What follows belongs to an exercise in optimizing a design on an open flow for small area, a short achievable clock period and few clock cycles per item; a production flow would make more cautious choices.
At most, simulation tests tie the RTL to the original design; equivalence was not proved.
Power figures rest on the tool's default switching activity, not on a simulated workload.

## quartz
## grid_mesh_index_generator_unit
module grid_mesh_index_generator_unit (
   input  logic                              clock,
   input  logic                              reset,
   input  logic                              req_tvalid,
   output logic                              req_tready,
   input  logic [gmig_pkg::REQ_DATA_W-1:0]   req_tdata,    
   output logic                              rsp_tvalid,
   input  logic                              rsp_tready,
   output logic [gmig_pkg::RSP_DATA_W-1:0]   rsp_tdata,
   output logic [gmig_pkg::RSP_USER_W-1:0]   rsp_tuser,    
   output logic                              rsp_tlast,
   input  logic                              csr_valid,
   output logic                              csr_ready,
   input  logic [gmig_pkg::CSR_INDEX_W-1:0]  csr_index,
   input  gmig_pkg::cfg_type                 csr_wdata
);
   typedef logic [23:0] idx_t;
   typedef logic [11:0] cnt_t;
   gmig_pkg::cfg_type x, rows, layers;
   logic geo_good, geo_ambig;
   logic csr_hit;
  ...
export LEC_CHECK = 0
export ABC_AREA = 1
export CAP_MARGIN = 20
export CORE_MARGIN = 2
export CORE_UTILIZATION = 40
export CTS_BUF_LIST = sky130_fd_sc_hd__clkbuf_4 sky130_fd_sc_hd__clkbuf_8
export PLACE_DENSITY = 0.6
export SETUP_SLACK_MARGIN = 3.0
export SLEW_MARGIN = 20
export TNS_END_PERCENT = 5
create_clock -name core_clock -period 8.0 [get_ports {clock}]
standard.sh (not shown) runs the stock make flow with config.mk's settings and CLKGATE_MAP_FILE= SYNTH_SCRIPT=/design/flow/synth_recipe.tcl, a recipe that flattens the netlist after the stock synthesis.
==> flow/flow/run.sh <==
#!/bin/bash
# The standard layout, with the port buffers that ORFS inserts made from plain
# buf_2 cells instead of its default pick (a slow delay buffer).
set -euo pipefail
export BUFFER_PORTS_ARGS="-buffer_cell sky130_fd_sc_hd__buf_2"
bash standard.sh finish > standard_flow.log 2>&1
Setup changes, quartz to indigo
Settings: TNS_END_PERCENT no longer set, was 5.
==> comparison <==
indigo vs quartz on internal power: indigo is the higher one.
| standard-cell row count | quartz vs indigo | ≈ equal |
Placement-stage worst setup slack: indigo vs quartz identical
Cmp quartz and indigo / number of filler instances in the final layout / lower: indigo
Number of non-filler instances in the completed layout, indigo vs quartz: up slightly
Comparing quartz and indigo, the lower reported net switching power is on quartz.
On post-route cell area, quartz beats indigo.
Compare quartz and indigo | combinational share of power lower: quartz
indigo leaves more setup margin than quartz.
No run of this note included a check of the RTL's function; only the layout flow was run.

---

onyx:
Another version of the RTL of grid_mesh_index_generator_unit (not shown whole).
Size: roughly 2,700 cells after synthesis, ~210 flip-flops, roughly 18,000 sq um of cells after synthesis.
clock: 8.0 ns
lec_check: 0
abc_area: 1
cap_margin: 20
core_margin: 2
core_utilization: 40
cts_buf_list: sky130_fd_sc_hd__clkbuf_4 sky130_fd_sc_hd__clkbuf_8
place_density: 0.6
setup_slack_margin: 3.0
slew_margin: 20
tns_end_percent: 20
Scripts as last shown in full above: flow/flow/run.sh
Testbench counts of onyx, summed over its fixed seeds: cycles 23,230, items 23,024.
diff inputs: onyx => zinc
# onyx
export LEC_CHECK = 0
export ABC_AREA = 1
export CAP_MARGIN = 20
export CORE_MARGIN = 2
export CORE_UTILIZATION = 40
export CTS_BUF_LIST = sky130_fd_sc_hd__clkbuf_4 sky130_fd_sc_hd__clkbuf_8
export PLACE_DENSITY = 0.6
export SETUP_SLACK_MARGIN = 3.0
export SLEW_MARGIN = 20
export TNS_END_PERCENT = 20
create_clock -name core_clock -period 8.0 [get_ports {clock}]
# zinc
export LEC_CHECK = 0
export ABC_AREA = 1
export CAP_MARGIN = 20
export CORE_MARGIN = 2
export CORE_UTILIZATION = 55
export CTS_BUF_LIST = sky130_fd_sc_hd__clkbuf_4 sky130_fd_sc_hd__clkbuf_8
export PLACE_DENSITY = 0.75
export SETUP_SLACK_MARGIN = 3.0
export SLEW_MARGIN = 20
export TNS_END_PERCENT = 5
create_clock -name core_clock -period 8.0 [get_ports {clock}]
Notes after the runs:
Every stage of the flow completed for zinc, and the final layout passed the timing, DRC and antenna checks.
onyx -> zinc: placeable core area decreased by more than a quarter
Diff zinc and onyx: worst setup slack lower in zinc
zinc ended up with a lower routed length on met2 than onyx did.
Between zinc and onyx, the combinational power figures differ only marginally.
Setup changes, zinc to nickel
# zinc
export LEC_CHECK = 0
export ABC_AREA = 1
export CAP_MARGIN = 20
export CORE_MARGIN = 2
export CORE_UTILIZATION = 55
export CTS_BUF_LIST = sky130_fd_sc_hd__clkbuf_4 sky130_fd_sc_hd__clkbuf_8
export PLACE_DENSITY = 0.75
export SETUP_SLACK_MARGIN = 3.0
export SLEW_MARGIN = 20
export TNS_END_PERCENT = 5
create_clock -name core_clock -period 8.0 [get_ports {clock}]
# nickel
export LEC_CHECK = 0
export ABC_AREA = 1
export CAP_MARGIN = 20
export CORE_MARGIN = 2
export CORE_UTILIZATION = 40
export CTS_BUF_LIST = sky130_fd_sc_hd__clkbuf_4 sky130_fd_sc_hd__clkbuf_8
export PLACE_DENSITY = 0.6
export SETUP_SLACK_MARGIN = 3.5
export SLEW_MARGIN = 20
export TNS_END_PERCENT = 5
create_clock -name core_clock -period 8.0 [get_ports {clock}]
nickel against zinc: detailed-placement wirelength estimate moved up, sequential power share fell by 0.7 points, transition time at the pin with the least slew margin now smaller. Summary: maximum frequency, nickel better than zinc. On core outline area, zinc beats nickel. Against zinc, the final cell area of nickel is higher.
The inputs of amber differ from those of nickel as listed below.
# nickel
export LEC_CHECK = 0
export ABC_AREA = 1
export CAP_MARGIN = 20
export CORE_MARGIN = 2
export CORE_UTILIZATION = 40
export CTS_BUF_LIST = sky130_fd_sc_hd__clkbuf_4 sky130_fd_sc_hd__clkbuf_8
export PLACE_DENSITY = 0.6
export SETUP_SLACK_MARGIN = 3.5
export SLEW_MARGIN = 20
export TNS_END_PERCENT = 5
create_clock -name core_clock -period 8.0 [get_ports {clock}]
# amber
export LEC_CHECK = 0
export ABC_AREA = 1
export CAP_MARGIN = 20
export CORE_MARGIN = 2
export CORE_UTILIZATION = 40
export CTS_BUF_LIST = sky130_fd_sc_hd__clkbuf_4 sky130_fd_sc_hd__clkbuf_8
export PLACE_DENSITY = 0.6
export SETUP_SLACK_MARGIN = 2.0
export SLEW_MARGIN = 20
export TNS_END_PERCENT = 5
create_clock -name core_clock -period 8.0 [get_ports {clock}]
Findings:
Per the final summary, amber finished and its layout is clean on timing, DRC and antenna.
Between nickel and amber, the cell total after placement figures differ only marginally.
Against nickel, amber comes in 47 lower on non-clock buffer count.
Of nickel and amber, amber shows the higher share of the clock period used by the worst path after layout, with nickel below it.
The total wire length on amber is in line with that on nickel.
Global-route wire length before repair essentially unchanged between amber and nickel.
Re combinational group power: nickel was higher than amber.

-- afterwards: timing with drivers on the ports --
No port has a modelled driver above. Below, the same layouts with a new extraction and two added sets of constraints. Step 1: set_driving_cell puts a clkbuf_16 on clock and a buf_2 on each other input, an assumption about the parent block. Step 2 times the ports against the registers' clock, not the clock port: input delays grow and output delays shrink by t, the midpoint of the rising clock arrivals with the driver on. Three values: no drivers, after step 1, after step 2; two values: the first two.
| run | shift t [ns] | setup WS [ns] | hold WS [ns] | worst setup path at the end | worst register clock-pin slew, ns |
|---|---|---|---|---|---|
| quartz | 0.662 | 2.955 / 2.905 / 2.593 | 0.470 / 0.470 / 0.470 | input to register | 0.07 / 0.07 |
| indigo | 0.659 | 2.996 / 2.945 / 2.745 | 0.470 / 0.470 / 0.470 | input to register | 0.07 / 0.07 |
| onyx | 0.667 | 2.949 / 2.891 / 2.613 | 0.445 / 0.445 / 0.445 | input to register | 0.07 / 0.07 |
| zinc | 0.616 | 2.887 / 2.834 / 2.699 | 0.462 / 0.462 / 0.462 | input to register | 0.07 / 0.07 |
| nickel | 0.663 | 2.971 / 2.914 / 2.637 | 0.470 / 0.470 / 0.470 | input to register | 0.07 / 0.07 |
| amber | 0.669 | 2.504 / 2.486 / 2.504 | 0.445 / 0.445 / 0.445 | register to register | 0.07 / 0.07 |
After both steps every run listed still meets setup and hold. For quartz, which loses most, drivers alone change the setup slack by -0.050 ns; drivers and shift together by -0.362 ns.
